Source: an optimization exercise on an open RTL-to-GDS flow (aim: small area, a short achievable clock period and few clock cycles). Production flows keep margins and buffers that such runs may drop. Only simulation tests tie the RTL to the original design; equivalence was not proved.

## the previous run
Design radix_number_string_parser_unit, start of the top module:
module radix_number_string_parser_unit #(
  parameter int VALUE_BITS    = 48,
  parameter int FRACTION_BITS = 16
) (
  input  logic                  clk_i,
  input  logic                  rst_ni,
  input  logic                  cfg_we_i,
  input  logic [5:0]            cfg_data_i,
  input  logic                  in_valid_i,
  output logic                  in_ready_o,
  input  logic [7:0]            char_code_i,
  input  logic                  is_last_i,
  output logic                  out_valid_o,
  input  logic                  out_ready_i,
  output logic [2:0]            status_o,
  output logic signed [VALUE_BITS-1:0] value_o
);
Size: roughly 4100 cells after synthesis, roughly 370 flip-flops, about 73 I/O pins.
==> flow/config.mk <==
export PLATFORM = sky130hd
export DESIGN_NAME = radix_number_string_parser_unit
export DESIGN_NICKNAME = radix_number_string_parser_unit
export VERILOG_FILES = /design/flow/design.v
export SDC_FILE = /design/flow/constraint.sdc
export NUM_CORES = 4
export LEC_CHECK = 0
export ABC_CLOCK_PERIOD_IN_PS = 5000
export CAP_MARGIN = 20
export CORE_MARGIN = 2
export CORE_UTILIZATION = 40
export SETUP_SLACK_MARGIN = 4
export SLEW_MARGIN = 20
==> flow/constraint.sdc <==
create_clock -name core_clock -period 10.0 [get_ports {clk_i}]
set_input_delay 2.0000 -clock core_clock [delete_from_list [all_inputs] [get_ports {clk_i}]]
set_output_delay 2.0000 -clock core_clock [all_outputs]
set_load 0.01 [all_outputs]
run.sh (not shown) runs the stock make flow with config.mk's settings and CLKGATE_MAP_FILE= SYNTH_SCRIPT=/design/flow/synth_recipe.tcl, a recipe that flattens the netlist after the stock synthesis.
Testbench counts of the previous run, summed over its fixed seeds: cycles 5,664.
### the previous run -> the current run
-- flow/design.v --
<<< the previous run, line 135
  logic [5:0]  r_q;
  logic [6:0]  r3_q;
  logic [5:0]  nsat_q;
  logic [5:0]  c_q;
>>> the current run, line 135
  logic [5:0]  r_q;
  logic [6:0]  r3_q;
  logic [5:0]  rm9_q;
  logic [5:0]  nsat_q;
  logic [5:0]  c_q;
<<< the previous run, line 146
      r_q    <= 6'd10;
      r3_q   <= 7'd30;
      nsat_q <= 6'd15;
      c_q    <= 6'd2;
>>> the current run, line 147
      r_q    <= 6'd10;
      r3_q   <= 7'd30;
      rm9_q  <= 6'd1;
      nsat_q <= 6'd15;
      c_q    <= 6'd2;
<<< the previous run, line 152
      r_q    <= cfg_eff;
      r3_q   <= {cfg_eff, 1'b0} + {1'b0, cfg_eff};
      nsat_q <= cfg_info[5:0];
      c_q    <= cfg_info[11:6];
>>> the current run, line 154
      r_q    <= cfg_eff;
      r3_q   <= {cfg_eff, 1'b0} + {1'b0, cfg_eff};
      rm9_q  <= (cfg_eff > 6'd9) ? cfg_eff - 6'd9 : 6'd0;
      nsat_q <= cfg_info[5:0];
      c_q    <= cfg_info[11:6];
<<< the previous run, line 164
  logic          in_ok_dig, in_space, in_sign, in_minus, in_point;
  assign cc = char_code_i;
  always_comb begin
    in_isd = 1'b0;
    in_dv  = 6'd0;
    if (cc >= 8'h30 && cc <= 8'h39) begin
      in_isd = 1'b1;
      in_dv  = 6'(cc - 8'h30);
    end else if (cc >= 8'h41 && cc <= 8'h5a) begin
      in_isd = 1'b1;
      in_dv  = 6'(cc - 8'h37);
    end else if (cc >= 8'h61 && cc <= 8'h7a) begin
      in_isd = 1'b1;
      in_dv  = 6'(cc - 8'h57);
    end
  end
  assign in_ok_dig = in_isd && (in_dv < r_q);
  assign in_space  = (cc == 8'h20);
  assign in_minus  = (cc == 8'h2d);
>>> the current run, line 167
  logic          in_ok_dig, in_space, in_sign, in_minus, in_point;
  assign cc = char_code_i;
  logic in_num, in_let;
  assign in_num    = (cc >= 8'h30 && cc <= 8'h39);
  assign in_let    = (cc >= 8'h41 && cc <= 8'h5a) || (cc >= 8'h61 && cc <= 8'h7a);
  assign in_dv     = in_num ? {2'd0, cc[3:0]} : ({1'b0, cc[4:0]} + 6'd9);
  assign in_isd    = in_num || in_let;
  assign in_ok_dig = (in_num && ({2'd0, cc[3:0]} < r_q)) || (in_let && ({1'b0, cc[4:0]} < rm9_q));
  assign in_space  = (cc == 8'h20);
  assign in_minus  = (cc == 8'h2d);
<<< the previous run, line 559
                  (op_hi ? {1'b0, pa_p_q, 24'd0} : {25'd0, pa_p_q});
  assign carry  = |sum[54:48];
  always_comb begin
    char_err = pa_err_q;
    if (pa_err_q == ST_OK) begin
      if ((pa_cchk_q && carry) || ((pa_op_q == OP_RES) && (|acc_q))) begin
        char_err = ST_OVF;
      end
>>> the current run, line 553
                  (op_hi ? {1'b0, pa_p_q, 24'd0} : {25'd0, pa_p_q});
  assign carry  = |sum[54:48];
  logic ovf_pend_q;
  logic [2:0] erra_eff;
  assign erra_eff = (erra_q == ST_OK && ovf_pend_q) ? ST_OVF : erra_q;
  always_comb begin
    char_err = pa_err_q;
    if (pa_err_q == ST_OK) begin
      if ((pa_op_q == OP_RES) && (|acc_q)) begin
        char_err = ST_OVF;
      end
<<< the previous run, line 582
                 (acc_q[31] && !(nega_q && !(|acc_q[30:0]) && !(|fq)));
  always_comb begin
    if (erra_q != ST_OK) begin
      res_status = erra_q;
      res_value  = '0;
    end else if (r_ovf) begin
>>> the current run, line 579
                 (acc_q[31] && !(nega_q && !(|acc_q[30:0]) && !(|fq)));
  always_comb begin
    if (erra_eff != ST_OK) begin
      res_status = erra_eff;
      res_value  = '0;
    end else if (r_ovf) begin
<<< the previous run, line 628
        value_q <= acc_q;
      end
      if (pa_first_q) begin
        erra_q <= char_err;
      end else if (erra_q == ST_OK) begin
        erra_q <= char_err;
      end
      if (pa_last_q) begin
>>> the current run, line 625
        value_q <= acc_q;
      end
      ovf_pend_q <= pa_cchk_q && carry;
      if (pa_first_q) begin
        erra_q <= char_err;
      end else if (erra_eff == ST_OK) begin
        erra_q <= char_err;
      end else begin
        erra_q <= erra_eff;
      end
      if (pa_last_q) begin
==> comparison <==
- [compare] base=the previous run new=the current run: number of ordinary inverters in the final layout decreased by 12 relative to the old numbers; largest stage delay on the critical path went down; buffer count excluding the clock tree in the final layout went down 1.4%; number of buffers inserted to repair setup after CTS decreased by 2 relative to the old numbers.
- Changes observed in the current run relative to the previous run: die area fell by 640 µm², global-route usage over all layers lower, number of clock-tree buffers in the layout -3, via count now smaller.
- The run with more routed wire is the previous run, not the current run.
- The previous run → the current run: met1 wire length climbed about 0.8%, combined buffer and inverter count along the critical path dropped 1, first-pass GRT wire length dropped 2.4%, minimum clock period after layout climbed 0.077 ns.
Testbench counts of the current run, summed over its fixed seeds: cycles 5,664.

* * *

radix_number_string_parser_unit, a different RTL version from the one above (not shown whole).
Size: ~3,900 cells after synthesis, about 340 flip-flops, about 73 I/O pins, about 35,000 um^2 of cells after synthesis.
export LEC_CHECK = 0
export ABC_CLOCK_PERIOD_IN_PS = 4000
export CAP_MARGIN = 20
export CORE_MARGIN = 2
export CORE_UTILIZATION = 40
export SETUP_SLACK_MARGIN = 5
export SLEW_MARGIN = 20
create_clock -name core_clock -period 10.0 [get_ports {clk_i}]
Testbench counts at the start, summed over its fixed seeds: cycles 5,664.
==> next run, changes <==
--- a/flow/design.v
+++ b/flow/design.v
@@ -230,12 +230,13 @@
   logic        mh_q;
   logic [5:0]  wc6_q;
   logic [2:0]  ck_q, ck_cnt_q;
   logic        ck_last_q;
   logic        pa_v_q;
   logic [2:0]  pa_op_q;
+  logic        pa_hi_q, pa_mul_q;
   logic [29:0] pa_p_q;
   logic [2:0]  pa_err_q;
   logic        pa_cchk_q, pa_first_q, pa_last_q, pa_neg_q, pa_pt_q;
   logic [47:0] acc_q, value_q;
   logic        clo_q;
   logic [2:0]  erra_q;
@@ -251,24 +252,23 @@
   assign pt_c = fresh_q ? 1'b0 : point_q;
   assign ng_c = fresh_q ? 1'b0 : neg_q;
   assign n_c  = fresh_q ? 6'd0 : n_q;
   assign sat  = (n_c >= nsat_q);
   assign top  = (n_c == nsat_q - 6'd1);
   logic        ck_idle;
-  logic [5:0]  dmul, chunk;
+  logic [5:0]  dmul;
   logic [23:0] w_in;
   logic [29:0] prod_d, prod_r;
-  logic        big;
+  logic        big, big_q;
   logic [47:0] w_step;
   assign ck_idle = (ck_q == CK_IDLE);
-  assign chunk   = value_q[6*ck_cnt_q +: 6];
-  assign dmul    = (ck_q == CK_MUL) ? chunk : h_dv;
+  assign dmul    = (ck_q == CK_MUL) ? value_q[5:0] : h_dv;
   assign w_in    = mh_q ? w_q[47:24] : w_q[23:0];
   assign prod_d  = w_in * dmul;
   assign prod_r  = w_in * r_q + {24'd0, mh_q ? wc6_q : 6'd0};
-  assign big     = |w_q[47:24];
+  assign big     = big_q;
   assign w_step  = mh_q ? {prod_r[23:0], w_q[23:0]} : {18'd0, prod_r};
   logic ch_go;      
   logic dig_lo;     
   logic drec_go, drec_lo;
   logic mul_go, mul_lo;
   logic adv;
@@ -464,71 +464,83 @@
       end else begin
         phase_q <= ph_n;
         point_q <= pt_n;
         neg_q   <= ng_n;
         n_q     <= n_c + {5'd0, h_dig && !(&n_c)};
         if (fresh_q) begin
-          w_q <= h_dig ? {42'd0, r_q} : 48'd1;
+          w_q   <= h_dig ? {42'd0, r_q} : 48'd1;
+          big_q <= 1'b0;
         end else if (vpnt || pchk) begin
-          w_q <= 48'd1;
+          w_q   <= 48'd1;
+          big_q <= 1'b0;
         end else if (h_dig) begin
-          w_q <= w_step;
+          w_q   <= w_step;
+          big_q <= mh_q || (|prod_r[29:24]);
         end
         if (vpnt) begin
           k_q <= n_c;
         end
       end
     end else if (drec_go) begin
       if (drec_lo) begin
         w_q[23:0] <= prod_r[23:0];
         wc6_q     <= prod_r[29:24];
       end else begin
-        w_q <= w_step;
-        k_q <= k_q - 6'd1;
+        w_q   <= w_step;
+        big_q <= mh_q || (|prod_r[29:24]);
+        k_q   <= k_q - 6'd1;
       end
     end
     if (ch_go) begin
       pa_p_q     <= fresh_q ? {24'd0, h_dv} : prod_d;
       pa_first_q <= fresh_q;
       pa_neg_q   <= ng_n;
       pa_pt_q    <= pt_n;
       if (dig_lo) begin
         pa_op_q    <= OP_ADD;
+        pa_hi_q    <= 1'b0;
+        pa_mul_q   <= 1'b0;
         pa_err_q   <= ST_OK;
         pa_cchk_q  <= 1'b0;
         pa_last_q  <= 1'b0;
         pa_first_q <= 1'b0;
       end else begin
         pa_op_q   <= fresh_q ? OP_LOAD : (vpnt ? OP_ZERO : (mh_q ? OP_ADDHI : OP_ADD));
+        pa_hi_q   <= !fresh_q && !vpnt && mh_q;
+        pa_mul_q  <= 1'b0;
         pa_err_q  <= cerr;
         pa_cchk_q <= cchk;
         pa_last_q <= h_last && !pchk;
       end
     end else if (mul_go) begin
       pa_p_q     <= prod_d;
       pa_op_q    <= mul_lo ? OP_ADD : (mh_q ? OP_MULHI : OP_MUL);
+      pa_hi_q    <= mh_q;
+      pa_mul_q   <= !mul_lo;
       pa_err_q   <= ST_OK;
       pa_cchk_q  <= 1'b0;
       pa_first_q <= 1'b0;
       pa_last_q  <= 1'b0;
     end else if (p_ready) begin
       pa_op_q    <= (ck_q == CK_DREC) ? OP_SWAP : OP_RES;
+      pa_hi_q    <= 1'b0;
+      pa_mul_q   <= 1'b0;
       pa_err_q   <= ST_OK;
       pa_cchk_q  <= 1'b0;
       pa_first_q <= 1'b0;
       pa_last_q  <= (ck_q == CK_RES) && ck_last_q;
       pa_neg_q   <= neg_q;
       pa_pt_q    <= point_q;
     end
   end
   logic        op_hi, op_mul;
   logic [54:0] sum;
   logic        carry;
   logic [2:0]  char_err;
-  assign op_hi  = (pa_op_q == OP_ADDHI) || (pa_op_q == OP_MULHI);
-  assign op_mul = (pa_op_q == OP_MUL) || (pa_op_q == OP_MULHI);
+  assign op_hi  = pa_hi_q;
+  assign op_mul = pa_mul_q;
   assign sum    = {6'd0, op_hi & clo_q, acc_q} +
                   (op_hi ? {1'b0, pa_p_q, 24'd0} : {25'd0, pa_p_q});
   assign carry  = |sum[54:48];
   always_comb begin
     char_err = pa_err_q;
     if (pa_err_q == ST_OK) begin
@@ -617,12 +629,15 @@
       end
       if (pa_last_q) begin
         nega_q <= pa_neg_q;
         pta_q  <= pa_pt_q;
       end
     end
+    if (mul_go && !mul_lo) begin
+      value_q <= {value_q[5:0], value_q[47:6]};
+    end
     if (asm_now) begin
       value_q <= res_value;
     end
   end
   assign out_valid_o = out_valid_q;
   assign status_o    = status_q;
The changed run completed with no timing, DRC or antenna violations.
Die area stays flat.
Area after synthesis is about the same.
Fmax fell slightly.
Routed wire length fell slightly.
Setup slack loses 0.089 ns.
Worst hold slack loses 0.0034 ns.
Design area is about the same.
Testbench counts after the change, summed over its fixed seeds: cycles 5,664.

==> static timing again, ports no longer ideal <==
No port has a modelled driver above. Below, the same layouts with a new extraction and two added sets of constraints.
Step 1, drivers: a clkbuf_16 drives clk_i and a buf_2 each remaining input, both assumed.
Step 2 also shifts input and output timing later by t, the mid clock arrival at the registers, as if the neighbouring blocks saw the same clock.
a / b / c = no drivers / after step 1 / after step 2; a / b = the first two.
run	shift t [ns]	setup WS [ns]	worst setup path after step 2
the previous run	0.661	4.255 / 4.255 / 3.637	input to register
the current run	0.630	4.177 / 4.177 / 3.634	input to register
the first run of note 2	0.645	4.207 / 4.207 / 4.207	register to register
the second run of note 2	0.633	4.118 / 4.118 / 4.118	register to register
After both steps every run listed still meets setup and hold. The setup slack of the previous run, which loses most, moves by 0.000 ns with the drivers and by -0.618 ns with both steps.
